What follows belongs to an exercise in optimizing a design on an open flow for small area, a short achievable clock period and few clock cycles per item; a production flow would make more cautious choices.
In this exercise RTL edits were held to simulation tests only and were not proved equivalent to the original.
No activity file was given, so power comes from the tool's default toggle rates.

==> design/flow/design.v <==
package md5_pkg;
  typedef struct packed {
    logic [31:0] data_word;
    logic [2:0]  valid_bytes;
    logic        last_word;
  } md5_in_t;
  typedef struct packed {
    logic [31:0] digest_word;
    logic [1:0]  word_index;
    logic        digest_last;
  } md5_out_t;
  localparam logic [127:0] MD5_IV = {
    32'h10325476, 32'h98badcfe, 32'hefcdab89, 32'h67452301
  };
endpackage
module md5_front (
  input  logic                clk,
  input  logic                rst_n,
  input  md5_pkg::md5_in_t    in_data,
  input  logic                in_push,
  output logic                in_full,
  output logic                wvalid_o,
  output logic [31:0]         wdata_o,
  output logic                wend_o,
  input  logic                wready_i,
  input  logic [3:0]          wptr_i
);
  localparam logic [1:0] P_DATA = 2'd0;
  localparam logic [1:0] P_PADW = 2'd1;
  localparam logic [1:0] P_ZERO = 2'd2;
  localparam logic [1:0] P_LEN1 = 2'd3;
  logic [31:0] ir_word;
  logic [2:0]  ir_vb;
  logic        ir_last;
  logic [1:0]  pst_r, pst_nxt;
  logic [1:0]  lc_r, lc_nxt;
  logic [23:0] lo_r, lo_nxt;
  logic [28:0] blo_r, blo_nxt;
  logic [31:0] bhi_r;
  logic        bcy_r, bcy_nxt;
  logic        bclr;
  logic [2:0]  nb;
  logic [2:0]  tot;
  logic [23:0] lo_m;
  logic [39:0] ext;
  logic [63:0] comb;
  logic        take;
  assign nb  = ir_vb[2] ? 3'd4 : ir_vb;
  assign tot = {1'b0, lc_r} + nb;
  always_comb begin
    case (lc_r)
      2'd0:    lo_m = 24'h0;
      2'd1:    lo_m = {16'h0, lo_r[7:0]};
      2'd2:    lo_m = {8'h0, lo_r[15:0]};
      default: lo_m = lo_r;
    endcase
    case (nb)
      3'd0:    ext = {32'h0, 8'h80};
      3'd1:    ext = {24'h0, 8'h80, ir_word[7:0]};
      3'd2:    ext = {16'h0, 8'h80, ir_word[15:0]};
      3'd3:    ext = {8'h0, 8'h80, ir_word[23:0]};
      default: ext = {8'h80, ir_word};
    endcase
    if (!(ir_last && !tot[2])) begin
      ext[{nb, 3'b000} +: 8] = 8'h00;
    end
    case (lc_r)
      2'd0:    comb = {24'h0, ext};
      2'd1:    comb = {16'h0, ext, 8'h0} | {40'h0, lo_m};
      2'd2:    comb = {8'h0, ext, 16'h0} | {40'h0, lo_m};
      default: comb = {ext, 24'h0} | {40'h0, lo_m};
    endcase
  end
  always_comb begin
    pst_nxt  = pst_r;
    lc_nxt   = lc_r;
    lo_nxt   = lo_r;
    blo_nxt  = blo_r;
    bcy_nxt  = 1'b0;
    bclr     = 1'b0;
    wvalid_o = 1'b0;
    wdata_o  = comb[31:0];
    wend_o   = 1'b0;
    case (pst_r)
      P_DATA: begin
        begin
          wvalid_o = take & (tot[2] | ir_last);
          if (take) begin
            {bcy_nxt, blo_nxt} = {1'b0, blo_r} + {27'h0, nb};
            if (tot[2]) begin
              lc_nxt = tot[1:0];
              lo_nxt = comb[55:32];
            end else begin
              lc_nxt = tot[1:0];
              lo_nxt = comb[23:0];
            end
            if (ir_last) begin
              pst_nxt = tot[2] ? P_PADW : P_ZERO;
            end
          end
        end
      end
      P_PADW: begin
        wvalid_o = 1'b1;
        wdata_o  = {8'h0, lo_m} | ({24'h0, 8'h80} << {lc_r, 3'b000});
        if (wready_i) begin
          pst_nxt = P_ZERO;
          lc_nxt  = 2'd0;
        end
      end
      P_ZERO: begin
        wvalid_o = 1'b1;
        wdata_o  = (wptr_i == 4'd14) ? {blo_r, 3'b000} : 32'h0;
        if (wready_i) begin
          lc_nxt = 2'd0;
          if (wptr_i == 4'd14) begin
            pst_nxt = P_LEN1;
          end
        end
      end
      default: begin
        wvalid_o = 1'b1;
        wdata_o  = bhi_r;
        wend_o   = 1'b1;
        if (wready_i) begin
          pst_nxt  = P_DATA;
          bclr     = 1'b1;
        end
      end
    endcase
  end
  assign ir_word = in_data.data_word;
  assign ir_vb   = in_data.valid_bytes;
  assign ir_last = in_data.last_word;
  assign in_full = !((pst_r == P_DATA) && wready_i);
  assign take    = in_push && !in_full;
  always_ff @(posedge clk) begin
    if (!rst_n) begin
      pst_r  <= P_DATA;
      lc_r   <= 2'd0;
      blo_r  <= 29'h0;
      bhi_r  <= 32'h0;
      bcy_r  <= 1'b0;
    end else begin
      pst_r  <= pst_nxt;
      lc_r   <= lc_nxt;
      blo_r  <= bclr ? 29'h0 : blo_nxt;
      bhi_r  <= bclr ? 32'h0 : bhi_r + {31'h0, bcy_r};
      bcy_r  <= bcy_nxt;
    end
  end
  always_ff @(posedge clk) begin
    lo_r <= lo_nxt;
  end
endmodule
module md5_core (
  input  logic                clk,
  input  logic                rst_n,
  input  logic                wvalid_i,
  input  logic [31:0]         wdata_i,
  input  logic                wend_i,
  output logic                wready_o,
  output logic [3:0]          wptr_o,
  output md5_pkg::md5_out_t   out_data,
  output logic                out_empty,
  input  logic                out_pop
);
  localparam logic [1:0] C_IDLE  = 2'd0;
  localparam logic [1:0] C_COMP  = 2'd2;
  localparam logic [31:0] IV_A = 32'h67452301;
  localparam logic [31:0] IV_B = 32'hefcdab89;
  localparam logic [31:0] IV_C = 32'h98badcfe;
  localparam logic [31:0] IV_D = 32'h10325476;
  logic [31:0] buf_r [16];
  logic [3:0]  wptr_r;
  logic        wpar_r;
  logic        rdy_r;
  logic        rdy_last_r;
  logic [3:0]  wslot;
  logic        wr;
  logic [1:0]  st_r, st_nxt;
  logic [5:0]  step_r;
  logic        rpar_r;
  logic        cur_last_r;
  logic [31:0] b_r, c_r, d_r;
  logic        nm_r;
  logic [5:0]  step_nxt;
  logic [3:0]  grp_nx;
  logic [31:0] m1_r, m2_r;
  logic [31:0] b_nx, c_nx, d_nx;
  logic [1:0]  rg_r;
  logic [1:0]  rj_r;
  logic [31:0] m1, m2;
  logic [31:0] rg0, rg1, rg2, rg3;
  logic [31:0] rot;
  logic [31:0] xr_r;
  logic [3:0][31:0] chain_r;
  logic        ovld_r;
  logic [1:0]  oidx_r;
  logic        comp;
  logic        fin;
  logic        abort;
  logic        adv;
  logic        start;
  logic        blk_done;
  logic [3:0]  slot_n;
  logic [3:0]  rslot_r;
  logic        rpar_nxt;
  logic        wok_r, wok_nxt;
  logic        rdy_nxt;
  logic [3:0]  wptr_nxt;
  logic [31:0] kc_n;
  logic [31:0] kc;
  logic [31:0] f;
  logic [31:0] t;
  logic [31:0] bsel;
  logic [31:0] b_step;
  logic [31:0] csel;
  logic [31:0] s1;
  logic [31:0] s2;
  logic [31:0] xa;
  assign wptr_o   = wptr_r;
  assign wready_o = wok_r;
  assign wptr_nxt = wr ? wptr_r + 4'd1 : wptr_r;
  assign rdy_nxt  = start ? 1'b0 : ((abort || blk_done) ? 1'b1 : rdy_r);
  assign wok_nxt  = !rdy_nxt &&
                    ((st_nxt == C_IDLE) ||
                     ((st_nxt == C_COMP) && ({1'b0, step_nxt} >= (7'd47 + {3'b000, wptr_nxt}))));
  assign wr    = wvalid_i && wready_o;
  assign wslot = wpar_r ? (wptr_r * 4'd7) : wptr_r;
  always_ff @(posedge clk) begin
    if (wr) begin
      buf_r[wslot] <= wdata_i;
    end
  end
  assign comp = (st_r == C_COMP);
  assign fin  = comp && (&step_r);
  assign abort = comp && (step_r == 6'd46) && ovld_r;
  assign adv   = comp;
  assign grp_nx = 4'b0001 << step_nxt[5:4];
  always_comb begin
    m1 = ({32{grp_nx[0]}} & (c_nx ^ d_nx)) | ({32{grp_nx[2]}}) |
         ({32{grp_nx[1] | grp_nx[3]}} & d_nx);
    m2 = ({32{grp_nx[0]}} & d_nx) | ({32{grp_nx[1]}} & c_nx & ~d_nx) |
         ({32{grp_nx[2]}} & (c_nx ^ d_nx)) | ({32{grp_nx[3]}} & ~(c_nx ^ d_nx));
    f = (b_r & m1_r) ^ m2_r;
    t = f + xr_r;
  end
  always_comb begin
    if (comp && !(fin && cur_last_r)) begin
      b_nx = b_step;
    end else if (comp || nm_r) begin
      b_nx = IV_B;
    end else begin
      b_nx = chain_r[1];
    end
    if (fin) begin
      c_nx = cur_last_r ? IV_C : s1;
      d_nx = cur_last_r ? IV_D : chain_r[3];
    end else if (comp) begin
      c_nx = b_r;
      d_nx = c_r;
    end else begin
      c_nx = nm_r ? IV_C : chain_r[2];
      d_nx = nm_r ? IV_D : chain_r[3];
    end
  end
  always_comb begin
    case (rj_r)
      2'd0: rg0 = {t[24:0], t[31:25]};
      2'd1: rg0 = {t[19:0], t[31:20]};
      2'd2: rg0 = {t[14:0], t[31:15]};
      default: rg0 = {t[9:0], t[31:10]};
    endcase
    case (rj_r)
      2'd0: rg1 = {t[26:0], t[31:27]};
      2'd1: rg1 = {t[22:0], t[31:23]};
      2'd2: rg1 = {t[17:0], t[31:18]};
      default: rg1 = {t[11:0], t[31:12]};
    endcase
    case (rj_r)
      2'd0: rg2 = {t[27:0], t[31:28]};
      2'd1: rg2 = {t[20:0], t[31:21]};
      2'd2: rg2 = {t[15:0], t[31:16]};
      default: rg2 = {t[8:0], t[31:9]};
    endcase
    case (rj_r)
      2'd0: rg3 = {t[25:0], t[31:26]};
      2'd1: rg3 = {t[21:0], t[31:22]};
      2'd2: rg3 = {t[16:0], t[31:17]};
      default: rg3 = {t[10:0], t[31:11]};
    endcase
    case (rg_r)
      2'd0:    rot = rg0;
      2'd1:    rot = rg1;
      2'd2:    rot = rg2;
      default: rot = rg3;
    endcase
  end
  always_comb begin
    case (step_r[1:0])
      2'd1:    csel = nm_r ? IV_A : chain_r[0];
      2'd2:    csel = nm_r ? IV_D : chain_r[3];
      default: csel = nm_r ? IV_C : chain_r[2];
    endcase
  end
  assign s1 = csel + b_r;
  assign s2 = (nm_r ? IV_B : chain_r[1]) + b_r;
  assign bsel   = (&step_r) ? s2 : b_r;
  assign b_step = bsel + rot;
  assign rpar_nxt = start ? (rdy_r ? !wpar_r : wpar_r) : rpar_r;
  always_comb begin
    case ({rpar_nxt, step_nxt})
      7'd0: slot_n = 4'd1;
      7'd1: slot_n = 4'd2;
      7'd2: slot_n = 4'd3;
      7'd3: slot_n = 4'd4;
      7'd4: slot_n = 4'd5;
      7'd5: slot_n = 4'd6;
      7'd6: slot_n = 4'd7;
      7'd7: slot_n = 4'd8;
      7'd8: slot_n = 4'd9;
      7'd9: slot_n = 4'd10;
      7'd10: slot_n = 4'd11;
      7'd11: slot_n = 4'd12;
      7'd12: slot_n = 4'd13;
      7'd13: slot_n = 4'd14;
      7'd14: slot_n = 4'd15;
      7'd15: slot_n = 4'd1;
      7'd16: slot_n = 4'd6;
      7'd17: slot_n = 4'd11;
      7'd18: slot_n = 4'd0;
      7'd19: slot_n = 4'd5;
      7'd20: slot_n = 4'd10;
      7'd21: slot_n = 4'd15;
      7'd22: slot_n = 4'd4;
      7'd23: slot_n = 4'd9;
      7'd24: slot_n = 4'd14;
      7'd25: slot_n = 4'd3;
      7'd26: slot_n = 4'd8;
      7'd27: slot_n = 4'd13;
      7'd28: slot_n = 4'd2;
      7'd29: slot_n = 4'd7;
      7'd30: slot_n = 4'd12;
      7'd31: slot_n = 4'd5;
      7'd32: slot_n = 4'd8;
      7'd33: slot_n = 4'd11;
      7'd34: slot_n = 4'd14;
      7'd35: slot_n = 4'd1;
      7'd36: slot_n = 4'd4;
      7'd37: slot_n = 4'd7;
      7'd38: slot_n = 4'd10;
      7'd39: slot_n = 4'd13;
      7'd40: slot_n = 4'd0;
      7'd41: slot_n = 4'd3;
      7'd42: slot_n = 4'd6;
      7'd43: slot_n = 4'd9;
      7'd44: slot_n = 4'd12;
      7'd45: slot_n = 4'd15;
      7'd46: slot_n = 4'd2;
      7'd47: slot_n = 4'd0;
      7'd48: slot_n = 4'd7;
      7'd49: slot_n = 4'd14;
      7'd50: slot_n = 4'd5;
      7'd51: slot_n = 4'd12;
      7'd52: slot_n = 4'd3;
      7'd53: slot_n = 4'd10;
      7'd54: slot_n = 4'd1;
      7'd55: slot_n = 4'd8;
      7'd56: slot_n = 4'd15;
      7'd57: slot_n = 4'd6;
      7'd58: slot_n = 4'd13;
      7'd59: slot_n = 4'd4;
      7'd60: slot_n = 4'd11;
      7'd61: slot_n = 4'd2;
      7'd62: slot_n = 4'd9;
      7'd63: slot_n = 4'd0;
      7'd64: slot_n = 4'd7;
      7'd65: slot_n = 4'd14;
      7'd66: slot_n = 4'd5;
      7'd67: slot_n = 4'd12;
      7'd68: slot_n = 4'd3;
      7'd69: slot_n = 4'd10;
      7'd70: slot_n = 4'd1;
      7'd71: slot_n = 4'd8;
      7'd72: slot_n = 4'd15;
      7'd73: slot_n = 4'd6;
      7'd74: slot_n = 4'd13;
      7'd75: slot_n = 4'd4;
      7'd76: slot_n = 4'd11;
      7'd77: slot_n = 4'd2;
      7'd78: slot_n = 4'd9;
      7'd79: slot_n = 4'd7;
      7'd80: slot_n = 4'd10;
      7'd81: slot_n = 4'd13;
      7'd82: slot_n = 4'd0;
      7'd83: slot_n = 4'd3;
      7'd84: slot_n = 4'd6;
      7'd85: slot_n = 4'd9;
      7'd86: slot_n = 4'd12;
      7'd87: slot_n = 4'd15;
      7'd88: slot_n = 4'd2;
      7'd89: slot_n = 4'd5;
      7'd90: slot_n = 4'd8;
      7'd91: slot_n = 4'd11;
      7'd92: slot_n = 4'd14;
      7'd93: slot_n = 4'd1;
      7'd94: slot_n = 4'd4;
      7'd95: slot_n = 4'd3;
      7'd96: slot_n = 4'd8;
      7'd97: slot_n = 4'd13;
      7'd98: slot_n = 4'd2;
      7'd99: slot_n = 4'd7;
      7'd100: slot_n = 4'd12;
      7'd101: slot_n = 4'd1;
      7'd102: slot_n = 4'd6;
      7'd103: slot_n = 4'd11;
      7'd104: slot_n = 4'd0;
      7'd105: slot_n = 4'd5;
      7'd106: slot_n = 4'd10;
      7'd107: slot_n = 4'd15;
      7'd108: slot_n = 4'd4;
      7'd109: slot_n = 4'd9;
      7'd110: slot_n = 4'd14;
      7'd111: slot_n = 4'd0;
      7'd112: slot_n = 4'd1;
      7'd113: slot_n = 4'd2;
      7'd114: slot_n = 4'd3;
      7'd115: slot_n = 4'd4;
      7'd116: slot_n = 4'd5;
      7'd117: slot_n = 4'd6;
      7'd118: slot_n = 4'd7;
      7'd119: slot_n = 4'd8;
      7'd120: slot_n = 4'd9;
      7'd121: slot_n = 4'd10;
      7'd122: slot_n = 4'd11;
      7'd123: slot_n = 4'd12;
      7'd124: slot_n = 4'd13;
      7'd125: slot_n = 4'd14;
      7'd126: slot_n = 4'd15;
      default: slot_n = 4'd0;
    endcase
    case (step_r)
      6'd0: kc_n = 32'he8c7b756;
      6'd1: kc_n = 32'h242070db;
      6'd2: kc_n = 32'hc1bdceee;
      6'd3: kc_n = 32'hf57c0faf;
      6'd4: kc_n = 32'h4787c62a;
      6'd5: kc_n = 32'ha8304613;
      6'd6: kc_n = 32'hfd469501;
      6'd7: kc_n = 32'h698098d8;
      6'd8: kc_n = 32'h8b44f7af;
      6'd9: kc_n = 32'hffff5bb1;
      6'd10: kc_n = 32'h895cd7be;
      6'd11: kc_n = 32'h6b901122;
      6'd12: kc_n = 32'hfd987193;
      6'd13: kc_n = 32'ha679438e;
      6'd14: kc_n = 32'h49b40821;
      6'd15: kc_n = 32'hf61e2562;
      6'd16: kc_n = 32'hc040b340;
      6'd17: kc_n = 32'h265e5a51;
      6'd18: kc_n = 32'he9b6c7aa;
      6'd19: kc_n = 32'hd62f105d;
      6'd20: kc_n = 32'h02441453;
      6'd21: kc_n = 32'hd8a1e681;
      6'd22: kc_n = 32'he7d3fbc8;
      6'd23: kc_n = 32'h21e1cde6;
      6'd24: kc_n = 32'hc33707d6;
      6'd25: kc_n = 32'hf4d50d87;
      6'd26: kc_n = 32'h455a14ed;
      6'd27: kc_n = 32'ha9e3e905;
      6'd28: kc_n = 32'hfcefa3f8;
      6'd29: kc_n = 32'h676f02d9;
      6'd30: kc_n = 32'h8d2a4c8a;
      6'd31: kc_n = 32'hfffa3942;
      6'd32: kc_n = 32'h8771f681;
      6'd33: kc_n = 32'h6d9d6122;
      6'd34: kc_n = 32'hfde5380c;
      6'd35: kc_n = 32'ha4beea44;
      6'd36: kc_n = 32'h4bdecfa9;
      6'd37: kc_n = 32'hf6bb4b60;
      6'd38: kc_n = 32'hbebfbc70;
      6'd39: kc_n = 32'h289b7ec6;
      6'd40: kc_n = 32'heaa127fa;
      6'd41: kc_n = 32'hd4ef3085;
      6'd42: kc_n = 32'h04881d05;
      6'd43: kc_n = 32'hd9d4d039;
      6'd44: kc_n = 32'he6db99e5;
      6'd45: kc_n = 32'h1fa27cf8;
      6'd46: kc_n = 32'hc4ac5665;
      6'd47: kc_n = 32'hf4292244;
      6'd48: kc_n = 32'h432aff97;
      6'd49: kc_n = 32'hab9423a7;
      6'd50: kc_n = 32'hfc93a039;
      6'd51: kc_n = 32'h655b59c3;
      6'd52: kc_n = 32'h8f0ccc92;
      6'd53: kc_n = 32'hffeff47d;
      6'd54: kc_n = 32'h85845dd1;
      6'd55: kc_n = 32'h6fa87e4f;
      6'd56: kc_n = 32'hfe2ce6e0;
      6'd57: kc_n = 32'ha3014314;
      6'd58: kc_n = 32'h4e0811a1;
      6'd59: kc_n = 32'hf7537e82;
      6'd60: kc_n = 32'hbd3af235;
      6'd61: kc_n = 32'h2ad7d2bb;
      6'd62: kc_n = 32'heb86d391;
      default: kc_n = 32'hd76aa478;
    endcase
  end
  assign kc    = comp ? kc_n : 32'hd76aa478;
  always_comb begin
    if (st_r == C_IDLE) begin
      xa = nm_r ? IV_A : chain_r[0];
    end else if (fin) begin
      xa = cur_last_r ? IV_A : chain_r[0];
    end else begin
      xa = d_r;
    end
  end
  assign blk_done = wr && (&wptr_r);
  assign start    = (rdy_r || blk_done) && ((st_r == C_IDLE) || fin);
  always_comb begin
    st_nxt = st_r;
    case (st_r)
      C_IDLE:  if (start) st_nxt = C_COMP;
      default: if ((fin && !start) || abort) st_nxt = C_IDLE;
    endcase
  end
  always_ff @(posedge clk) begin
    if (!rst_n) begin
      wptr_r     <= 4'd0;
      wok_r      <= 1'b1;
      wpar_r     <= 1'b0;
      rdy_r      <= 1'b0;
      st_r       <= C_IDLE;
      ovld_r     <= 1'b0;
      oidx_r     <= 2'd0;
      nm_r       <= 1'b1;
    end else begin
      wok_r <= wok_nxt;
      st_r <= st_nxt;
      if (wr) begin
        wptr_r <= wptr_r + 4'd1;
        if (&wptr_r) begin
          rdy_r      <= 1'b1;
          rdy_last_r <= wend_i;
          wpar_r     <= !wpar_r;
        end
      end
      if (abort) begin
        rdy_r      <= 1'b1;
      end
      if (start) begin
        rdy_r      <= 1'b0;
        rpar_r     <= rdy_r ? !wpar_r : wpar_r;
        cur_last_r <= rdy_r ? rdy_last_r : wend_i;
      end
      if (adv) begin
        if (step_r == 6'd61) begin
          chain_r[0] <= s1;
        end
        if (step_r == 6'd62) begin
          chain_r[3] <= s1;
        end
        if (fin) begin
          chain_r[2] <= s1;
          chain_r[1] <= b_step;
          ovld_r     <= cur_last_r;
          oidx_r     <= 2'd0;
        end
        if (fin) begin
          nm_r <= cur_last_r;
        end
      end
      if (ovld_r && out_pop) begin
        oidx_r <= oidx_r + 2'd1;
        if (&oidx_r) begin
          ovld_r  <= 1'b0;
        end
      end
    end
  end
  assign step_nxt = (comp && !abort) ? step_r + 6'd1 : 6'd0;
  always_ff @(posedge clk) begin
    step_r <= step_nxt;
    rg_r   <= step_nxt[5:4];
    rj_r   <= step_nxt[1:0];
    rslot_r <= (st_nxt == C_COMP) ? slot_n : 4'd0;
    b_r    <= b_nx;
    c_r    <= c_nx;
    d_r    <= d_nx;
    m1_r   <= m1;
    m2_r   <= m2;
    xr_r   <= xa + kc + buf_r[rslot_r];
  end
  assign out_empty            = !ovld_r;
  assign out_data.digest_word = chain_r[oidx_r];
  assign out_data.word_index  = oidx_r;
  assign out_data.digest_last = &oidx_r;
endmodule
module md5_hash_engine_top (
  input  logic                clk,
  input  logic                rst_n,
  input  md5_pkg::md5_in_t    in_data,
  input  logic                in_push,
  output logic                in_full,
  output md5_pkg::md5_out_t   out_data,
  output logic                out_empty,
  input  logic                out_pop
);
  logic        wvalid;
  logic        wready;
  logic [31:0] wdata;
  logic        wend;
  logic [3:0]  wptr;
  md5_front u_front (
    .clk     (clk),
    .rst_n   (rst_n),
    .in_data (in_data),
    .in_push (in_push),
    .in_full (in_full),
    .wvalid_o(wvalid),
    .wdata_o (wdata),
    .wend_o  (wend),
    .wready_i(wready),
    .wptr_i  (wptr)
  );
  md5_core u_core (
    .clk       (clk),
    .rst_n     (rst_n),
    .wvalid_i  (wvalid),
    .wdata_i   (wdata),
    .wend_i    (wend),
    .wready_o  (wready),
    .wptr_o    (wptr),
    .out_data  (out_data),
    .out_empty (out_empty),
    .out_pop   (out_pop)
  );
endmodule
==> design/flow/run.sh <==
#!/bin/bash
# synth_recipe.tcl (not shown) runs the flow's synth.tcl, then flattens the netlist and writes it again
# the make line also repeats each setting of config.mk as NAME=value (left out here)
make -C /OpenROAD-flow-scripts/flow DESIGN_CONFIG=/design/flow/config.mk WORK_HOME=/design/flow/orfs CLKGATE_MAP_FILE= SYNTH_SCRIPT=/design/flow/synth_recipe.tcl finish
==> design/flow/config.mk <==
export PLATFORM = sky130hd
export DESIGN_NAME = md5_hash_engine_top
export DESIGN_NICKNAME = md5_hash_engine_top
export VERILOG_FILES = /design/flow/design.v
export SDC_FILE = /design/flow/constraint.sdc
export NUM_CORES = 4
export LEC_CHECK = 0
export CAP_MARGIN = 20
export CORE_MARGIN = 2
export CORE_UTILIZATION = 60
export CTS_BUF_LIST = sky130_fd_sc_hd__clkbuf_4 sky130_fd_sc_hd__clkbuf_8
export SETUP_SLACK_MARGIN = 5
export SLEW_MARGIN = 20
==> design/flow/constraint.sdc <==
create_clock -name core_clock -period 11.0 [get_ports {clk}]
set_input_delay 2.2000 -clock core_clock [delete_from_list [all_inputs] [get_ports {clk}]]
set_output_delay 2.2000 -clock core_clock [all_outputs]
set_load 0.01 [all_outputs]
==> results of run 1 <==
## cells in the mapped netlist, types with 66 or more instances
| cell | number | area share (%) |
|---|---|---|
| xnor2_1 | 203 | 3.2 |
| edfxtp_1 | 667 | 36 |
| clkbuf_1 | 260 | 1.8 |
| nor3_1 | 72 | 0.65 |
| nor2_1 | 380 | 2.6 |
| nand2_1 | 529 | 3.6 |
| a31oi_1 | 81 | 0.92 |
| a21oi_1 | 416 | 3.8 |
| a21o_1 | 72 | 0.98 |
| a22oi_1 | 74 | 1.0 |
| a211oi_1 | 66 | 0.90 |
| mux4_2 | 194 | 7.9 |
| o21ai_0 | 334 | 3.0 |
| ha_1 | 210 | 4.7 |
| inv_1 | 187 | 1.3 |
| dfxtp_1 | 313 | 11 |
| nand3_1 | 188 | 1.7 |
## cell type report
cell class              instances  area (µm²)
repair buffers                312        2750
fillers                      6731       27800
clock inverters                58         492
multi-input cells            3751       29000
clock buffers                 242        2960
diodes                          5        12.5
well taps                    1186        1480
inverters                     195         746
flip-flops and latches        980       26300
repair inverters                1        5.00
## cell families (layout without fill, tap and decap cells)
group	count (synthesis)	count (layout)	synth area share [%]
mux	215	215	8.29
flops	980	980	47.5
other cells	0	5	0
xor+xnor	264	264	4.20
simple gates	1459	1459	11.9
compound gates	1564	1564	18.4
fa+ha+maj	249	249	6.16
buf+inv	517	808	3.54
## stage by stage
| step | instances | cell area (µm²) | hold WS (ns) | util [%] | worst slack, ns |
|---|---|---|---|---|---|
| 6_report | 6730 | 63700 | 0.480 | 69.6 | 4.36 |
| 5_1_grt | 6728 | 63700 | 0.503 | 69.6 | 4.17 |
| 4_1_cts | 6686 | 62700 | 0.476 | 68.5 | 4.44 |
| 3_5_place_dp | 6319 | 57600 | 0.469 | 62.9 | 2.75 |
| 3_3_place_gp | 6318 | 57600 | 0.452 | 62.9 | 2.76 |
| 2_1_floorplan | 5248 | 55400 | 0.440 | - | 4.71 |
## metal layers
metal	global-route usage, %	vias up
li1	-	20200
met1	60.2	23000
met2	57.5	3531
met3	14.7	722
met4	19.2	28
met5	0	-
## sequential cells by signal (all words and copies together) (netlist names), 2 cells and up
register / flops
u_core.buf_r: 512
u_core.chain_r: 128
u_core.b_r: 32
u_core.c_r: 32
u_core.d_r: 32
u_core.kc_n: 32
u_core.m1_r: 32
u_core.m2_r: 32
u_core.xr_r: 32
u_front.bhi_r: 32
u_front.blo_r: 29
u_front.lo_r: 24
u_core.step_r: 6
u_core.rslot_r: 4
u_core.wptr_r: 4
u_core.oidx_r: 2
u_core.st_r: 2
u_front.lc_r: 2
u_front.pst_r: 2
## power by group
group / switching [mW] / total (mW) / internal [mW]
logic: 4.22 / 6.79 / 2.57
registers: 0.110 / 4.81 / 4.70
clock network: 1.60 / 3.41 / 1.81
## final timing paths
check	startpoint	end	slack, ns	cells past startpoint
setup / recovery	u_core.b_r[6]	u_core.b_r[31]	4.36	26
hold / removal	u_front.bhi_r[7]	u_front.bhi_r[7]	0.48	2
setup reg to reg	u_core.b_r[6]	u_core.b_r[31]	4.36	26
hold reg to reg	u_front.bhi_r[7]	u_front.bhi_r[7]	0.48	2
## worst max-delay path: cells and delay by family (launching register included)
family | cells | cell delay (ns)
AO/OA/AOI/OAI | 10 | 2.36
flip-flops | 1 | 0.48
XOR/XNOR | 4 | 1.32
adder cells (fa/ha/maj) | 2 | 0.79
AND/OR/NAND/NOR | 9 | 1.40
multiplexers | 1 | 0.14
## layout by cell type (no fill, tap or decap), drive strengths merged, types with 31 or more instances in the layout
cell | netlist | layout
a22oi | 74 | 74
nor2 | 381 | 381
a31oi | 83 | 83
and2 | 31 | 31
fa | 39 | 39
a21o | 72 | 72
clkdlybuf4s50 | 0 | 75
buf | 62 | 231
dfxtp | 313 | 313
nor2b | 42 | 42
nand2b | 55 | 55
inv | 191 | 200
a21oi | 422 | 422
clkbuf | 260 | 246
and3 | 49 | 49
a211oi | 67 | 67
a221o | 31 | 31
o21a | 31 | 31
nor3 | 72 | 72
mux4 | 194 | 194
a221oi | 52 | 52
xnor2 | 203 | 203
edfxtp | 667 | 667
o22ai | 38 | 38
ha | 210 | 210
o21ai | 367 | 367
clkinv | 4 | 44
nand3 | 188 | 188
o211ai | 46 | 46
a22o | 33 | 33
nand2 | 529 | 529
xor2 | 60 | 60
## repair_timing
item                        CTS  global route
buffers inserted             65            34
setup endpoints to repair  1095           287
pin swaps                    63            63
gates resized for setup     199           117
cloned                        2             1
==> run notes, run 1 <==
number of port buffers - 76
total gr overflow - 0
type of the worst setup path - flip-flop to flip-flop
Final #Nets - 5693
layout cells sized above 1 - 19.1%
headroom to the max-slew limit - 24.0%
WL final - 203 mm
worst slew pin tran - 1.14 ns
initial antenna violation count - 22
syn avg cell area - 10.5 µm²
minimum clock period - 6.64 ns
DRT antenna net count - 0
first-pass GRT wire length - 292 mm
largest net degree at the start of global routing - 80
number of synthesized flops with an enable pin - 667
Pins Over Slew Limit - 0
most used cell, CP - nand2_1
HPWL Detailed - 135 mm
CTS buffer count - 163
row cnt - 111
Largest stage delay, worst path - 0.69 ns
synth unique cells - 90
Top Ports - 77
CTS tree - built
clk sinks - 980
H-Tree Depth - 4
Avg Vias per Cell - 7.05
Die Area - 0.0946 mm²
synthesized area - 0.0553 mm²
DRT iter0 DRCs - 8327
Most used DFF post-synth - edfxtp_1
met2 WL - 81.8 mm
setup_tns - 0 ns
slowest CP cell - xnor2_1
P_leak - 22.9 nW
Hold Buf Count CTS - 0
met1 WL - 78.8 mm
met3 WL post-DR - 31.0 mm
DRC Markers - 0
status - no timing/DRC/antenna violations
CTS Root Cell - clkbuf_8
die height - 308 µm
Syn-to-layout area delta - 15.2%
Max-Cap Viols - 0
total global-route track usage - 42.1%
Seq/Total Area, Yosys - 47.5%
crit start category - flip-flop
Die W - 308 µm
Max Clock Freq - 0.151 GHz
fin crit share - 60.4%
Synthesis Warnings - 2
Worst-Skew Late Latency - 0.90 ns
Peak supply drop - 0.154 mV
CTS clk-pin slew, worst paths - 0.06 ns
WL per Instance - 30.1 µm
Finish-stage setup viols - 0
Cells after Synth - 5248
flops & latches, synth - 980
Vias - 47500
initial core utilization - 60.4%
Top Layer Used - met5
final hold vios - 0
Synth Net Count - 5537
critical path arrival - 7.38 ns
crit end category - flip-flop
Clock Path Buffers - 3
Worst Path Required - 11.74 ns
drt pass-1 iters - 9
number of global-route vias before repair - 43900
pwr/cell area - 235 mW/mm²
Worst Hold Class - flip-flop to flip-flop
Final GP Congestion - 1.03
Async SR Flop Fraction - 0%
Layout Skew - 0.0710 ns
CP max FO - 4
core box area - 0.0915 mm²
Pwr Total - 15.0 mW
RSZ-0062 raised after global routing - true
Testbench counts, summed over its fixed seeds: cycles 54,209, bytes 43,719.
==> run 2, diff against run 1 <==
--- a/design/flow/config.mk
+++ b/design/flow/config.mk
@@ -9,4 +9,5 @@
 export CORE_MARGIN = 2
-export CORE_UTILIZATION = 60
+export CORE_UTILIZATION = 50
 export CTS_BUF_LIST = sky130_fd_sc_hd__clkbuf_4 sky130_fd_sc_hd__clkbuf_8
+export PLACE_DENSITY = 0.7
 export SETUP_SLACK_MARGIN = 5
==> run notes, run 2 <==
final hold vios - 0 (unchanged)
Worst Path Buf+Inv - 4 (was 0)
row cnt - 122 (was 111)
Synth Net Count - 5537 (unchanged)
most common cell after layout, fill and taps aside - edfxtp_1 (unchanged)
fin crit share - 60.4% (about the same)
slowest CP cell - a221oi_4 (was xnor2_1)
H-Tree Depth - 4 (unchanged)
Worst-Skew Late Latency - 0.87 ns (was 0.90 ns)
HPWL Detailed - 134 mm (was 135 mm)
Pins Over Slew Limit - 0 (unchanged)
type of the worst setup path - flip-flop to flip-flop (unchanged)
Post-synth top cells - 667 x edfxtp_1, 529 x nand2_1, 416 x a21oi_1 (unchanged)
drt pass-1 iters - 9 (unchanged)
Seq/Total Area, Yosys - 47.5% (unchanged)
first-pass GRT wire length - 290 mm (was 292 mm)
FF-to-FF End - u_core.b_r[28] (was u_core.b_r[31])
Avg Vias per Cell - 6.70 (was 7.05)
max reg flops - 512 (unchanged)
CP Depth - 29 (was 26)
Most used DFF post-synth - edfxtp_1 (unchanged)
post-layout util - 57.9% (was 69.6%)
delay-heaviest family, CP - compound AO/OA/AOI/OAI gates (unchanged)
Top Ports - 77 (unchanged)
CTS tree - built (unchanged)
P_leak - 22.7 nW (was 22.9 nW)
Top Registers - u_core.buf_r (512), u_core.chain_r (128) (unchanged)
CTS buffer count - 160 (was 163)
Max-Cap Viols - 0 (unchanged)
CP startpoint - u_core.b_r[14] (was u_core.b_r[6])
Worst Path Required - 11.72 ns (was 11.74 ns)
worst slew pin tran - 1.28 ns (was 1.14 ns)
Area contributors post-synth - edfxtp_1 36%, dfxtp_1 11%, mux4_2 7.9% (unchanged)
die height - 337 µm (was 308 µm)
setup_tns - 0 ns (unchanged)
WL per Instance - 28.6 µm (was 30.1 µm)
count leader, synth - edfxtp_1 (unchanged)
pwr/cell area - 236 mW/mm² (was 235 mW/mm²)
final hold slack - 0.469 ns (was 0.480 ns)
synth unique cells - 90 (unchanged)
WHS Path Cells - 2 (unchanged)
number of port buffers - 76 (unchanged)
Biggest register - u_core.buf_r (unchanged)
layout cells sized above 1 - 18.7% (was 19.1%)
Vias - 46900 (was 47500)
commonest cells after routing, fill and taps aside - 667 x edfxtp_1, 519 x nand2_1, 374 x a21oi_1 (was 667 x edfxtp_1, 518 x nand2_1, 375 x a21oi_1)
synthesized area - 0.0553 mm² (unchanged)
total gr overflow - 0 (unchanged)
syn avg cell area - 10.5 µm² (unchanged)
Hold Buf Count CTS - 0 (unchanged)
Peak supply drop - 0.189 mV (was 0.154 mV)
Layout Skew - 0.0553 ns (was 0.0710 ns)
r2r worst-path depth - 29 (was 26)
largest net degree at the start of global routing - 77 (was 80)
CTS clk-pin slew, worst paths - 0.06 ns (about the same)
post-synth top area cell - edfxtp_1 (unchanged)
Die W - 337 µm (was 308 µm)
RSZ-0062 raised after global routing - true (unchanged)
FILL cells - 9147 (was 6731)
Final GP Congestion - 1.02 (was 1.03)
core box area - 0.110 mm² (was 0.0915 mm²)
Finish-stage setup viols - 0 (unchanged)
critical path arrival - 7.37 ns (was 7.38 ns)
Largest stage delay, worst path - 0.35 ns (was 0.69 ns)
clk sinks - 980 (unchanged)
Worst Hold Class - flip-flop to flip-flop (unchanged)
minimum clock period - 6.64 ns (about the same)
initial antenna violation count - 8 (was 22)
status - no timing/DRC/antenna violations (unchanged)
DRT antenna net count - 0 (unchanged)
Yosys top cell area share - 36.2% (unchanged)
FF-to-FF Start - u_core.b_r[14] (was u_core.b_r[6])
Synthesis Warnings - 2 (unchanged)
Syn-to-layout area delta - 15.4% (was 15.2%)
Die Area - 0.113 mm² (was 0.0946 mm²)
crit end category - flip-flop (unchanged)
total global-route track usage - 34.6% (was 42.1%)
crit start category - flip-flop (unchanged)
DRC Markers - 0 (unchanged)
number of synthesized flops with an enable pin - 667 (unchanged)
WL final - 200 mm (was 203 mm)
Clock Path Buffers - 3 (unchanged)
number of global-route vias before repair - 43900 (about the same)
initial core utilization - 50.2% (was 60.4%)
Final #Nets - 5667 (was 5693)
flops & latches, synth - 980 (unchanged)
worst setup path end - u_core.b_r[28] (was u_core.b_r[31])
Max Clock Freq - 0.151 GHz (about the same)
DRT iter0 DRCs - 6890 (was 8327)
CP max FO - 7 (was 4)
Async SR Flop Fraction - 0% (unchanged)
r2r setup slk - 4.36 ns (about the same)
headroom to the max-slew limit - 14.2% (was 24.0%)
Cells after Synth - 5248 (unchanged)
CTS Root Cell - clkbuf_8 (unchanged)
-- run 2: changes by cell type in the layout (fill, tap and decap cells not counted), sizes merged, moves of 2 or more --
cell      delta
buf         -21
bufinv       +2
clkbuf      -12
clkinvlp     +2
clkinv       +6
diode        -2
-- run 2: power breakdown --
group	switching [mW]	total (mW)	leakage [nW]	internal [mW]
logic	4.21	6.88	12.1	2.67
registers	0.106	4.81	8.85	4.70
clock network	1.55	3.36	1.80	1.81
total	5.87	15.1	22.7	9.18
-- run 2: metal layers --
metal | share of wire [%] | wire [µm] | GRT usage (%)
met3 | 13 | 25700 | 8.74
met5 | 0.027 | 54 | 0
met2 | 43 | 85400 | 50.2
met4 | 4.9 | 9780 | 15.2
met1 | 40 | 79300 | 49.0
-- run 2: worst min path at each step --
stage	start	end	slack (ns)
finish	u_front.bhi_r[7]	u_front.bhi_r[7]	0.47
global route	u_front.bhi_r[7]	u_front.bhi_r[7]	0.50
CTS	u_front.bhi_r[7]	u_front.bhi_r[7]	0.47
detailed placement	u_front.bhi_r[7]	u_front.bhi_r[7]	0.46
global placement	u_front.bhi_r[7]	u_front.bhi_r[7]	0.45
floorplan	u_front.blo_r[28]	u_front.bcy_r	0.44
-- run 2: through the flow --
stage | total power, mW | cells | worst slack [ns] | area [µm²]
floorplan | 8.24 | 5248 | 4.71 | 55400
global placement | 10.0 | 6606 | 2.89 | 57900
detailed placement | 10.1 | 6609 | 2.95 | 57900
CTS | 14.3 | 6971 | 4.42 | 62800
global route | 15.6 | 7004 | 4.21 | 63800
finish | 15.1 | 7006 | 4.36 | 63800
-- run 2: timing repair --
item	4_1_cts	5_1_grt
cloned	1	1
gates resized for setup	193	143
pin swaps	59	67
endpoints found under the setup margin	1126	562
buffers inserted	62	29
-- run 2: cell families (layout without fill, tap and decap cells) --
family | Yosys count | after routing | share of synthesized area (%)
AOI/OAI and AO/OA | 1564 | 1564 | 18.4
and+or+nand+nor | 1459 | 1460 | 11.9
DFF | 980 | 980 | 47.5
buffers and inverters | 517 | 783 | 3.54
xor gates and xnor gates | 264 | 264 | 4.20
adders and majority gates | 249 | 249 | 6.16
muxes | 215 | 215 | 8.29
other | 0 | 3 | 0
-- run 2: area by class of cell --
cell class	instances	area (µm²)	area share (%)
multi-input combinational	3752	28900	45.3
sequential	980	26300	41.3
clock buffer	232	2890	4.52
timing repair buffer	288	2570	4.03
tap	1488	1860	2.92
inverter	195	744	1.17
clock inverter	67	526	0.823
antenna	3	7.51	0.0118
timing repair inverter	1	5.00	0.00784
-- run 2: worst min-delay path, cell delays in order (launching register included) --
cell	delay, ns
dfxtp_1	0.32
nand2_1	0.06
a21oi_1	0.05
==> run 3, diff against run 2 <==
--- a/design/flow/config.mk
+++ b/design/flow/config.mk
@@ -7,3 +7,3 @@
 export LEC_CHECK = 0
-export CAP_MARGIN = 20
+export CAP_MARGIN = 5
 export CORE_MARGIN = 2
@@ -11,4 +11,3 @@
 export CTS_BUF_LIST = sky130_fd_sc_hd__clkbuf_4 sky130_fd_sc_hd__clkbuf_8
-export PLACE_DENSITY = 0.7
 export SETUP_SLACK_MARGIN = 5
-export SLEW_MARGIN = 20
+export SLEW_MARGIN = 5
==> run notes, run 3 <==
Final GP Congestion - 1.01 (was 1.02)
pwr/cell area - 231 mW/mm² (was 236 mW/mm²)
critical path arrival - 7.46 ns (was 7.37 ns)
status - no timing/DRC/antenna violations (unchanged)
Clk network pwr share - 23.3% (was 22.4%)
crit end category - flip-flop (unchanged)
Cells after Synth - 5248 (unchanged)
Int Pwr - 8.94 mW (was 9.18 mW)
final hold vios - 0 (unchanged)
setup ws final - 4.27 ns (was 4.36 ns)
Die W - 337 µm (unchanged)
DRC Markers - 0 (unchanged)
RSZ-0062 raised after global routing - true (unchanged)
Multi-input gate area - 0.0288 mm² (was 0.0289 mm²)
CTS clk-pin slew, worst paths - 0.06 ns (about the same)
slowest CP cell - fa_2 (was a221oi_4)
Pins Over Slew Limit - 0 (unchanged)
Synth Net Count - 5537 (unchanged)
Synthesis Warnings - 2 (unchanged)
Max Clock Freq - 0.149 GHz (was 0.151 GHz)
core box area - 0.110 mm² (unchanged)
WL final - 201 mm (was 200 mm)
Area contributors post-synth - edfxtp_1 36%, dfxtp_1 11%, mux4_2 7.9% (unchanged)
count leader, synth - edfxtp_1 (unchanged)
Final #Nets - 5650 (was 5667)
setup_tns - 0 ns (unchanged)
CTS tree - built (unchanged)
Layout Skew - 0.0541 ns (was 0.0553 ns)
Clock Path Buffers - 3 (unchanged)
Top Ports - 77 (unchanged)
max reg flops - 512 (unchanged)
H-Tree Depth - 4 (unchanged)
P_leak - 22.6 nW (was 22.7 nW)
worst slew pin tran - 1.30 ns (was 1.28 ns)
total global-route track usage - 34.7% (was 34.6%)
FF-to-FF Start - u_core.b_r[0] (was u_core.b_r[14])
die height - 337 µm (unchanged)
Async SR Flop Fraction - 0% (unchanged)
drt pass-1 iters - 6 (was 9)
Worst Path Buf+Inv - 4 (unchanged)
first-pass GRT wire length - 289 mm (was 290 mm)
Worst Path Required - 11.73 ns (was 11.72 ns)
WHS Path Cells - 2 (unchanged)
DRT antenna net count - 0 (unchanged)
Avg Vias per Cell - 6.59 (was 6.70)
number of port buffers - 76 (unchanged)
Seq pwr share - 32.8% (was 31.9%)
Vias - 46100 (was 46900)
r2r setup slk - 4.27 ns (was 4.36 ns)
crit start category - flip-flop (unchanged)
delay-heaviest family, CP - compound AO/OA/AOI/OAI gates (unchanged)
r2r worst-path depth - 33 (was 29)
hold path startpoint - u_front.bhi_r[7] (unchanged)
FF-to-FF End - u_core.b_r[31] (was u_core.b_r[28])
fin crit share - 61.1% (was 60.4%)
most used cell, CP - a21oi_4
Finish-stage setup viols - 0 (unchanged)
Worst-Skew Late Latency - 0.87 ns (about the same)
type of the worst setup path - flip-flop to flip-flop (unchanged)
Most used DFF post-synth - edfxtp_1 (unchanged)
synth unique cells - 90 (unchanged)
Biggest register - u_core.buf_r (unchanged)
syn avg cell area - 10.5 µm² (unchanged)
dpl ws - 3.09 ns (was 2.95 ns)
Worst Hold Class - flip-flop to flip-flop (unchanged)
number of synthesized flops with an enable pin - 667 (unchanged)
Seq/Total Area, Yosys - 47.5% (unchanged)
initial antenna violation count - 11 (was 8)
Logic pwr share - 43.9% (was 45.7%)
Largest stage delay, worst path - 0.36 ns (was 0.35 ns)
synthesized area - 0.0553 mm² (unchanged)
FILL cells - 9543 (was 9147)
Syn-to-layout area delta - 14.8% (was 15.4%)
switching power - 5.72 mW (was 5.87 mW)
CTS buffer count - 168 (was 160)
Max-Cap Viols - 0 (unchanged)
WL per Instance - 28.7 µm (was 28.6 µm)
Hold Path Sink - u_front.bhi_r[7] (unchanged)
commonest cells after routing, fill and taps aside - 667 x edfxtp_1, 518 x nand2_1, 370 x a21oi_1 (was 667 x edfxtp_1, 519 x nand2_1, 374 x a21oi_1)
Die Area - 0.113 mm² (unchanged)
clk sinks - 980 (unchanged)
Peak supply drop - 0.195 mV (was 0.189 mV)
number of global-route vias before repair - 42900 (was 43900)
most common cell after layout, fill and taps aside - edfxtp_1 (unchanged)
CP max FO - 4 (was 7)
minimum clock period - 6.73 ns (was 6.64 ns)
Switching Share - 39.0% (about the same)
Yosys top cell area share - 36.2% (unchanged)
Top Registers - u_core.buf_r (512), u_core.chain_r (128) (unchanged)
post-synth top area cell - edfxtp_1 (unchanged)
layout cells sized above 1 - 18.0% (was 18.7%)
row cnt - 122 (unchanged)
CTS Root Cell - clkbuf_8 (unchanged)
largest net degree at the start of global routing - 129 (was 77)
DRT iter0 DRCs - 6692 (was 6890)
HPWL Detailed - 135 mm (was 134 mm)
Register Area - 0.0263 mm² (about the same)
initial core utilization - 50.2% (unchanged)
Post-synth top cells - 667 x edfxtp_1, 529 x nand2_1, 416 x a21oi_1 (unchanged)
headroom to the max-slew limit - 13.4% (was 14.2%)
flops & latches, synth - 980 (unchanged)
total gr overflow - 0 (unchanged)
[run 3: final cells by class]
class                      count  share of cell area [%]
clock inverter                67                   0.766
antenna                        4                  0.0158
timing repair buffer         265                    3.70
tap                         1488                    2.93
clock buffer                 243                    4.68
multi-input combinational   3751                    45.3
inverter                     195                    1.17
sequential                   980                    41.5
[run 3: worst register-to-register path: cells and delay by family (launching register included)]
| kind | cells | cell delay (ns) |
|---|---|---|
| mux | 1 | 0.27 |
| simple gates | 3 | 0.25 |
| xor+xnor | 4 | 0.76 |
| buf+inv | 4 | 0.50 |
| compound gates | 18 | 3.66 |
| fa+ha+maj | 3 | 0.84 |
| flops | 1 | 0.33 |
[run 3: what timing repair did]
| item | 4_1_cts | 5_1_grt |
|---|---|---|
| setup endpoints to repair | 1030 | 630 |
| cloned | 0 | 1 |
| hold buffers | 0 | 0 |
| pin swaps | 57 | 64 |
| endpoints found under the hold margin | 0 | 0 |
| setup buffers | 49 | 19 |
| resized for setup | 159 | 154 |
[run 3: worst max-delay path by stage]
stage             startpoint             endpoint  slack [ns]  depth (start not counted)
3_5_place_dp      in_data[3]  u_core.buf_r[5][14]        3.09                         16
2_1_floorplan     in_data[3]   u_core.buf_r[1][0]        4.71                         12
3_3_place_gp      in_data[3]  u_core.buf_r[5][14]        3.18                         16
6_report       u_core.b_r[0]       u_core.b_r[31]        4.27                         33
5_1_grt        u_core.b_r[0]       u_core.b_r[31]        4.09                         32
4_1_cts        u_core.b_r[0]       u_core.b_r[30]        4.29                         30
[run 3: through the flow]
step | util, % | total power [mW] | area [µm²] | hold slack, ns | instances
after global placement | 52.6 | 10.1 | 57900 | 0.455 | 6610
after floorplan | - | 8.24 | 55400 | 0.440 | 5248
after global routing | 57.6 | 15.3 | 63500 | 0.504 | 6991
final | 57.6 | 14.7 | 63500 | 0.476 | 6993
after CTS | 56.7 | 14.0 | 62500 | 0.471 | 6969
after detailed placement | 52.6 | 10.1 | 57900 | 0.464 | 6610
[run 3: power groups by stage]
stage	Sequential (mW)	Clock (mW)	Combinational (mW)
after CTS	4.81	3.46	5.76
after global placement	4.88	0	5.19
final	4.81	3.41	6.44
after floorplan	4.84	0	3.40
after detailed placement	4.89	0	5.21
after global routing	4.83	3.62	6.84
[run 3: kinds of logic after synthesis]
family / Yosys count / share of synthesized area (%)
flops: 980 / 47.5
fa+ha+maj: 249 / 6.16
compound gates: 1564 / 18.4
buf+inv: 517 / 3.54
simple gates: 1459 / 11.9
xor+xnor: 264 / 4.20
mux: 215 / 8.29
[run 3: per-layer routing]
metal  vias up  routed length [µm]  share of wire [%]  GRT usage (%)
met5         -                 127              0.063              0
met4        14                7900                3.9           13.2
met3       480               22800                 11           8.10
met2      2828               85700                 43           50.0
met1     22700               84400                 42           50.8
li1      20100                   -                  -              -
==> run 4, diff against run 3 <==
--- a/design/flow/design.v
+++ b/design/flow/design.v
@@ -189,3 +189,4 @@
   logic [31:0] m1_r, m2_r;
-  logic [31:0] b_nx, c_nx, d_nx;
+  logic [31:0] c_nx, d_nx;
+  logic [31:0] binit;
   logic [1:0]  rg_r;
@@ -248,13 +249,7 @@
   end
+  assign binit = nm_r ? IV_B : chain_r[1];
   always_comb begin
-    if (comp && !(fin && cur_last_r)) begin
-      b_nx = b_step;
-    end else if (comp || nm_r) begin
-      b_nx = IV_B;
-    end else begin
-      b_nx = chain_r[1];
-    end
     if (fin) begin
-      c_nx = cur_last_r ? IV_C : s1;
-      d_nx = cur_last_r ? IV_D : chain_r[3];
+      c_nx = s1;
+      d_nx = chain_r[3];
     end else if (comp) begin
@@ -308,3 +303,3 @@
   assign s2 = (nm_r ? IV_B : chain_r[1]) + b_r;
-  assign bsel   = (&step_r) ? s2 : b_r;
+  assign bsel   = !comp ? binit : ((&step_r) ? s2 : b_r);
   assign b_step = bsel + rot;
@@ -514,3 +509,3 @@
     end else if (fin) begin
-      xa = cur_last_r ? IV_A : chain_r[0];
+      xa = chain_r[0];
     end else begin
@@ -520,3 +515,3 @@
   assign blk_done = wr && (&wptr_r);
-  assign start    = (rdy_r || blk_done) && ((st_r == C_IDLE) || fin);
+  assign start    = (rdy_r || blk_done) && ((st_r == C_IDLE) || (fin && !cur_last_r));
   always_comb begin
@@ -588,8 +583,8 @@
     rslot_r <= (st_nxt == C_COMP) ? slot_n : 4'd0;
-    b_r    <= b_nx;
+    b_r    <= b_step;
     c_r    <= c_nx;
     d_r    <= d_nx;
-    m1_r   <= m1;
-    m2_r   <= m2;
-    xr_r   <= xa + kc + buf_r[rslot_r];
+    m1_r   <= (st_nxt == C_COMP) ? m1 : 32'h0;
+    m2_r   <= (st_nxt == C_COMP) ? m2 : 32'h0;
+    xr_r   <= (st_nxt == C_COMP) ? xa + kc + buf_r[rslot_r] : 32'h0;
   end
--- a/design/flow/config.mk
+++ b/design/flow/config.mk
@@ -7,3 +7,3 @@
 export LEC_CHECK = 0
-export CAP_MARGIN = 5
+export CAP_MARGIN = 20
 export CORE_MARGIN = 2
@@ -12,2 +12,2 @@
 export SETUP_SLACK_MARGIN = 5
-export SLEW_MARGIN = 5
+export SLEW_MARGIN = 20
==> run notes, run 4 <==
status - no timing/DRC/antenna violations (unchanged)
fin crit share - 58.3% (was 61.1%)
Peak supply drop - 0.119 mV (was 0.195 mV)
Syn-to-layout area delta - 16.1% (was 14.8%)
P_leak - 23.2 nW (was 22.6 nW)
pwr/cell area - 160 mW/mm² (was 231 mW/mm²)
Hold Buf Count CTS - 0 (unchanged)
worst slew pin tran - 1.23 ns (was 1.30 ns)
Avg Vias per Cell - 6.55 (was 6.59)
WL final - 212 mm (was 201 mm)
Layout Skew - 0.0753 ns (was 0.0541 ns)
die height - 338 µm (was 337 µm)
Die Area - 0.115 mm² (was 0.113 mm²)
Finish-stage setup viols - 0 (unchanged)
initial antenna violation count - 3 (was 11)
Async SR Flop Fraction - 0% (unchanged)
count leader, synth - edfxtp_1 (unchanged)
Vias - 47000 (was 46100)
Biggest register - u_core.buf_r (unchanged)
most common cell after layout, fill and taps aside - edfxtp_1 (unchanged)
Largest stage delay, worst path - 0.55 ns (was 0.36 ns)
Most used DFF post-synth - edfxtp_1 (unchanged)
Worst Hold Class - flip-flop to flip-flop (unchanged)
slowest CP cell - mux4_2 (was fa_2)
initial core utilization - 50.4% (was 50.2%)
WL per Instance - 29.5 µm (was 28.7 µm)
type of the worst setup path - flip-flop to flip-flop (unchanged)
Cells after Synth - 5426 (was 5248)
total gr overflow - 0 (unchanged)
row cnt - 122 (unchanged)
crit start category - flip-flop (unchanged)
Pins Over Slew Limit - 0 (unchanged)
Max Clock Freq - 0.156 GHz (was 0.149 GHz)
first-pass GRT wire length - 304 mm (was 289 mm)
CTS buffer count - 164 (was 168)
most used cell, CP - buf_4 (was a21oi_4)
critical path arrival - 6.99 ns (was 7.46 ns)
commonest cells after routing, fill and taps aside - 667 x edfxtp_1, 560 x nand2_1, 446 x nor2_1 (was 667 x edfxtp_1, 518 x nand2_1, 370 x a21oi_1)
post-synth top area cell - edfxtp_1 (unchanged)
final hold slack - 0.494 ns (was 0.476 ns)
Pwr Total - 10.4 mW (was 14.7 mW)
Seq/Total Area, Yosys - 47.0% (was 47.5%)
Top Ports - 77 (unchanged)
largest net degree at the start of global routing - 119 (was 129)
synth unique cells - 93 (was 90)
layout cells sized above 1 - 18.9% (was 18.0%)
clk sinks - 980 (unchanged)
number of global-route vias before repair - 44200 (was 42900)
Top Registers - u_core.buf_r (512), u_core.chain_r (128) (unchanged)
Final #Nets - 5838 (was 5650)
DRC Markers - 0 (unchanged)
Synthesis Warnings - 2 (unchanged)
CTS Root Cell - clkbuf_8 (unchanged)
number of synthesized flops with an enable pin - 667 (unchanged)
Clock Path Buffers - 3 (unchanged)
Synth Net Count - 5716 (was 5537)
Post-synth top cells - 667 x edfxtp_1, 573 x nand2_1, 475 x nor2_1 (was 667 x edfxtp_1, 529 x nand2_1, 416 x a21oi_1)
FILL cells - 9359 (was 9543)
Worst Path Required - 11.59 ns (was 11.73 ns)
flops & latches, synth - 980 (unchanged)
CTS tree - built (unchanged)
Final GP Congestion - 1.04 (was 1.01)
DRT iter0 DRCs - 6705 (was 6692)
max reg flops - 512 (unchanged)
minimum clock period - 6.41 ns (was 6.73 ns)
CTS clk-pin slew, worst paths - 0.07 ns (was 0.06 ns)
Die W - 338 µm (was 337 µm)
CP max FO - 4 (unchanged)
core box area - 0.111 mm² (was 0.110 mm²)
HPWL Detailed - 141 mm (was 135 mm)
Worst-Skew Late Latency - 0.89 ns (was 0.87 ns)
drt pass-1 iters - 8 (was 6)
number of port buffers - 76 (unchanged)
setup_tns - 0 ns (unchanged)
crit end category - flip-flop (unchanged)
DRT antenna net count - 0 (unchanged)
H-Tree Depth - 4 (unchanged)
Yosys top cell area share - 35.8% (was 36.2%)
Area contributors post-synth - edfxtp_1 36%, dfxtp_1 11%, mux4_2 7.9% (unchanged)
total global-route track usage - 35.9% (was 34.7%)
Max-Cap Viols - 0 (unchanged)
RSZ-0062 raised after global routing - true (unchanged)
final hold vios - 0 (unchanged)
headroom to the max-slew limit - 17.9% (was 13.4%)
synthesized area - 0.0559 mm² (was 0.0553 mm²)
syn avg cell area - 10.3 µm² (was 10.5 µm²)
-- run 4: area by class of cell --
cell class | count | area, µm² | area share [%]
Sequential cell | 980 | 26400 | 40.6
Antenna cell | 2 | 5.00 | 0.00771
Inverter | 235 | 895 | 1.38
Timing Repair Buffer | 296 | 2750 | 4.24
Tap cell | 1488 | 1860 | 2.87
Clock inverter | 72 | 659 | 1.02
Clock buffer | 230 | 2830 | 4.36
Multi-Input combinational cell | 3871 | 29500 | 45.5
-- run 4: power by group --
| group | switching [mW] | internal (mW) |
|---|---|---|
| sequential | 0.0647 | 4.51 |
| combinational | 1.61 | 0.774 |
| clock | 1.58 | 1.88 |
| total | 3.26 | 7.16 |
-- run 4: final timing paths --
kind | start | endpoint | slack [ns] | cells past startpoint
worst min register to register | u_front.blo_r[2] | u_front.blo_r[2] | 0.49 | 2
worst max-delay path | u_core.b_r[1] | u_core.chain_r[62] | 4.59 | 29
worst min-delay path | u_front.blo_r[2] | u_front.blo_r[2] | 0.49 | 2
worst max register to register | u_core.b_r[1] | u_core.chain_r[62] | 4.59 | 29
-- run 4: cells by family (layout without fill, tap and decap cells) --
group | count (synthesis) | after routing | synth area share [%]
muxes | 231 | 231 | 8.52
adders and majority gates | 250 | 250 | 6.12
and+or+nand+nor | 1553 | 1554 | 12.2
DFF | 980 | 980 | 47.0
AOI/OAI and AO/OA | 1584 | 1584 | 18.2
other | 0 | 2 | 0
xor gates and xnor gates | 252 | 252 | 3.99
buffers and inverters | 576 | 833 | 3.91
-- run 4: worst max-delay path, delay by kind of cell (launching register included) --
kind                     cells  cell delay (ns)
buffers and inverters        4             0.59
multiplexers                 1             0.55
adder cells (fa/ha/maj)      2             0.56
XOR/XNOR                     3             0.62
AO/OA/AOI/OAI               14             2.73
flip-flops                   1             0.36
AND/OR/NAND/NOR              5             0.73
-- run 4: through the flow --
stage / instances / worst slack [ns] / area (µm²) / utilization [%]
finish: 7174 / 4.59 / 64900 / 58.6
detailed placement: 6774 / 2.89 / 58500 / 52.8
global route: 7173 / 4.42 / 64900 / 58.6
CTS: 7137 / 4.73 / 64100 / 57.8
floorplan: 5426 / 4.68 / 55900 / -
global placement: 6773 / 3.00 / 58500 / 52.8
-- run 4: repair_timing --
action                                  4_1_cts  5_1_grt
setup buffers                                58       31
gates cloned                                  3        4
gates resized for setup                     296       91
pin swaps                                   104       65
endpoints found under the setup margin     1084      611
-- run 4: metal layers --
layer | part of all wire, % | wire length [µm] | track usage [%] | vias to the layer above
met4 | 7.4 | 15700 | 23.3 | 4
li1 | - | - | - | 20500
met5 | 0.013 | 28 | 0 | -
met2 | 44 | 93600 | 54.3 | 2888
met1 | 39 | 81800 | 46.9 | 22900
met3 | 9.7 | 20500 | 7.32 | 676
Testbench counts of run 4, summed over its fixed seeds: cycles 54,447, bytes 43,719.
==> run 5, diff against run 4 <==
--- a/design/flow/config.mk
+++ b/design/flow/config.mk
@@ -13 +13,2 @@
 export SLEW_MARGIN = 20
+export TNS_END_PERCENT = 10
==> run notes, run 5 <==
status - no timing/DRC/antenna violations (unchanged)
setup ws final - 4.34 ns (was 4.59 ns)
number of port buffers - 76 (unchanged)
P_leak - 23.1 nW (was 23.2 nW)
RSZ-0062 raised after global routing - true (unchanged)
Peak supply drop - 0.135 mV (was 0.119 mV)
CTS buffer count - 166 (was 164)
Cells after Synth - 5426 (unchanged)
syn avg cell area - 10.3 µm² (unchanged)
Worst Hold Class - flip-flop to flip-flop (unchanged)
total global-route track usage - 35.7% (was 35.9%)
Vias - 46800 (was 47000)
H-Tree Depth - 4 (unchanged)
CTS Root Cell - clkbuf_8 (unchanged)
Yosys top cell area share - 35.8% (unchanged)
Final #Nets - 5847 (was 5838)
Worst Path Required - 11.56 ns (was 11.59 ns)
Syn-to-layout area delta - 15.4% (was 16.1%)
worst slew pin tran - 1.15 ns (was 1.23 ns)
commonest cells after routing, fill and taps aside - 667 x edfxtp_1, 562 x nand2_1, 446 x nor2_1 (was 667 x edfxtp_1, 560 x nand2_1, 446 x nor2_1)
Worst-Skew Late Latency - 0.88 ns (was 0.89 ns)
crit start category - flip-flop (unchanged)
fin crit share - 60.6% (was 58.3%)
synth unique cells - 93 (unchanged)
number of global-route vias before repair - 44100 (was 44200)
delay-heaviest family, CP - compound AO/OA/AOI/OAI gates (unchanged)
post-synthesis simple-gate area fraction - 12.2% (unchanged)
DRT antenna net count - 0 (unchanged)
crit end category - flip-flop (unchanged)
headroom to the max-slew limit - 22.9% (was 17.9%)
Top Registers - u_core.buf_r (512), u_core.chain_r (128) (unchanged)
Pwr Total - 10.4 mW (about the same)
initial core utilization - 50.4% (unchanged)
Die W - 338 µm (unchanged)
Clock Path Buffers - 3 (unchanged)
WL per Instance - 29.4 µm (was 29.5 µm)
DRC Markers - 0 (unchanged)
Max Clock Freq - 0.150 GHz (was 0.156 GHz)
CP max FO - 4 (unchanged)
flops & latches, synth - 980 (unchanged)
Hold Buf Count CTS - 0 (unchanged)
dpl ws - 2.85 ns (was 2.89 ns)
layout cells sized above 1 - 18.6% (was 18.9%)
Synth Net Count - 5716 (unchanged)
Final GP Congestion - 1.02 (was 1.04)
pwr/cell area - 161 mW/mm² (was 160 mW/mm²)
xor/xnor share of the synthesized area - 3.99% (unchanged)
WL final - 211 mm (was 212 mm)
minimum clock period - 6.66 ns (was 6.41 ns)
row cnt - 122 (unchanged)
DRT iter0 DRCs - 6429 (was 6705)
post-synth top area cell - edfxtp_1 (unchanged)
total gr overflow - 0 (unchanged)
Max-Cap Viols - 0 (unchanged)
Area contributors post-synth - edfxtp_1 36%, dfxtp_1 11%, mux4_2 7.9% (unchanged)
critical path arrival - 7.22 ns (was 6.99 ns)
clk sinks - 980 (unchanged)
largest family of logic cells by synthesized area - compound AO/OA/AOI/OAI gates (unchanged)
Synth Area in Compound Gates - 18.2% (unchanged)
Adder-Cell Fraction of Synth Area - 6.12% (unchanged)
Top Ports - 77 (unchanged)
Die Area - 0.115 mm² (unchanged)
largest net degree at the start of global routing - 86 (was 119)
Layout Skew - 0.0638 ns (was 0.0753 ns)
multiplexer share of the synthesized area - 8.52% (unchanged)
type of the worst setup path - flip-flop to flip-flop (unchanged)
Post-synth top cells - 667 x edfxtp_1, 573 x nand2_1, 475 x nor2_1 (unchanged)
core box area - 0.111 mm² (unchanged)
Finish-stage setup viols - 0 (unchanged)
Pins Over Slew Limit - 0 (unchanged)
most common cell after layout, fill and taps aside - edfxtp_1 (unchanged)
die height - 338 µm (unchanged)
Most used DFF post-synth - edfxtp_1 (unchanged)
Biggest register - u_core.buf_r (unchanged)
first-pass GRT wire length - 301 mm (was 304 mm)
max reg flops - 512 (unchanged)
drt pass-1 iters - 7 (was 8)
initial antenna violation count - 6 (was 3)
Synthesis Warnings - 2 (unchanged)
number of synthesized flops with an enable pin - 667 (unchanged)
setup_tns - 0 ns (unchanged)
HPWL Detailed - 140 mm (was 141 mm)
count leader, synth - edfxtp_1 (unchanged)
Largest stage delay, worst path - 0.40 ns (was 0.55 ns)
synthesized area - 0.0559 mm² (unchanged)
final hold vios - 0 (unchanged)
Seq/Total Area, Yosys - 47.0% (unchanged)
CTS clk-pin slew, worst paths - 0.06 ns (was 0.07 ns)
Worst Path Buf+Inv - 1 (was 4)
Avg Vias per Cell - 6.51 (was 6.55)
slowest CP cell - o41a_1 (was mux4_2)
Async SR Flop Fraction - 0% (unchanged)
CTS tree - built (unchanged)
==> run 5: cell counts after synthesis <==
No cell type changed its count.
==> run 5: metal layers <==
layer / global-route usage (%) / routed length (µm) / vias up
met5: 0 / 41 / -
met4: 22.3 / 15300 / 6
met3: 6.74 / 20700 / 665
met2: 56.1 / 96000 / 2762
met1: 45.7 / 79400 / 22800
li1: - / - / 20600
==> run 5: path summary, 6_finish.rpt <==
kind,start,to,slack [ns],depth (start not counted)
worst max register to register,u_core.m1_r[0],u_core.chain_r[63],4.34,30
worst max-delay path,u_core.m1_r[0],u_core.chain_r[63],4.34,30
worst min-delay path,u_front.bhi_r[12],u_front.bhi_r[12],0.50,2
worst min register to register,u_front.bhi_r[12],u_front.bhi_r[12],0.50,2
==> run 5: area by class of cell <==
type,instances,area [µm²]
well taps,1488,1860
fillers,9527,46300
clock buffers,235,2880
clock inverters,76,713
flip-flops and latches,980,26300
inverters,235,897
multi-input cells,3872,29200
diodes,5,12.5
repair buffers,302,2610
==> run 5: through the flow <==
stage | std cells | utilization (%) | cell area [µm²] | hold slack [ns]
finish | 7193 | 58.2 | 64500 | 0.496
global route | 7190 | 58.2 | 64500 | 0.516
CTS | 7136 | 57.3 | 63500 | 0.497
detailed placement | 6770 | 52.7 | 58400 | 0.466
global placement | 6770 | 52.7 | 58400 | 0.465
floorplan | 5426 | - | 55900 | 0.432
==> run 5: power by group <==
group / internal [mW] / switching (mW)
Clock: 1.90 / 1.63
Sequential: 4.51 / 0.0661
Combinational: 0.749 / 1.52
Total: 7.15 / 3.22
==> run 5: cells by family after synthesis <==
| kind of cell | Yosys count |
|---|---|
| DFF | 980 |
| muxes | 231 |
| and+or+nand+nor | 1553 |
| adders and majority gates | 250 |
| AOI/OAI and AO/OA | 1584 |
| buffers and inverters | 576 |
| xor gates and xnor gates | 252 |
==> run 5: timing repair <==
action / 4_1_cts / 5_1_grt
hold endpoints to repair: 0 / 0
buffers inserted: 55 / 49
resized for setup: 197 / 113
pin swaps: 69 / 83
endpoints found under the setup margin: 1101 / 575
cloned: 0 / 2
==> run 5: worst register-to-register path: cells and delay by family (launching register included) <==
family	cells	cell delay, ns
AO/OA/AOI/OAI	15	3.53
AND/OR/NAND/NOR	7	0.93
adder cells (fa/ha/maj)	3	0.87
XOR/XNOR	4	0.68
flip-flops	1	0.33
buffers and inverters	1	0.04

==> afterwards: timing with drivers on the ports <==
Ports are ideal in the flow. The routed layouts listed here were re-timed in OpenROAD.
Step 1 sets driving cells, clkbuf_16 on the clock port and buf_2 on the other inputs (assumed; they add their load-dependent delay and slew).
Step 2 moves the port delays by t, midway between the first and last clock arrival at a register: inputs arrive t later, outputs are due t later. That takes back most of the time a late clock gives input paths.
a / b / c = ideal ports / drivers / drivers and shift; a / b = the first two.
run | shift t [ns] | slack for setup (ns) | worst setup path at the end | slew at the worst register clock pin (ns) | cell pins on the clock port's net
run 1 | 0.925 | 4.359 / 4.359 / 4.299 | input to register | 0.07 / 0.07 | 1
run 2 | 0.913 | 4.360 / 4.360 / 4.270 | input to register | 0.07 / 0.07 | 1
run 3 | 0.919 | 4.274 / 4.274 / 4.144 | input to register | 0.07 / 0.07 | 1
run 4 | 0.920 | 4.591 / 4.591 / 4.287 | input to register | 0.07 / 0.07 | 1
run 5 | 0.920 | 4.336 / 4.336 / 4.106 | input to register | 0.07 / 0.07 | 1
After both steps setup and hold are still met in every run listed. For run 4, which loses most, drivers alone change the setup slack by 0.000 ns; drivers and shift together by -0.304 ns.
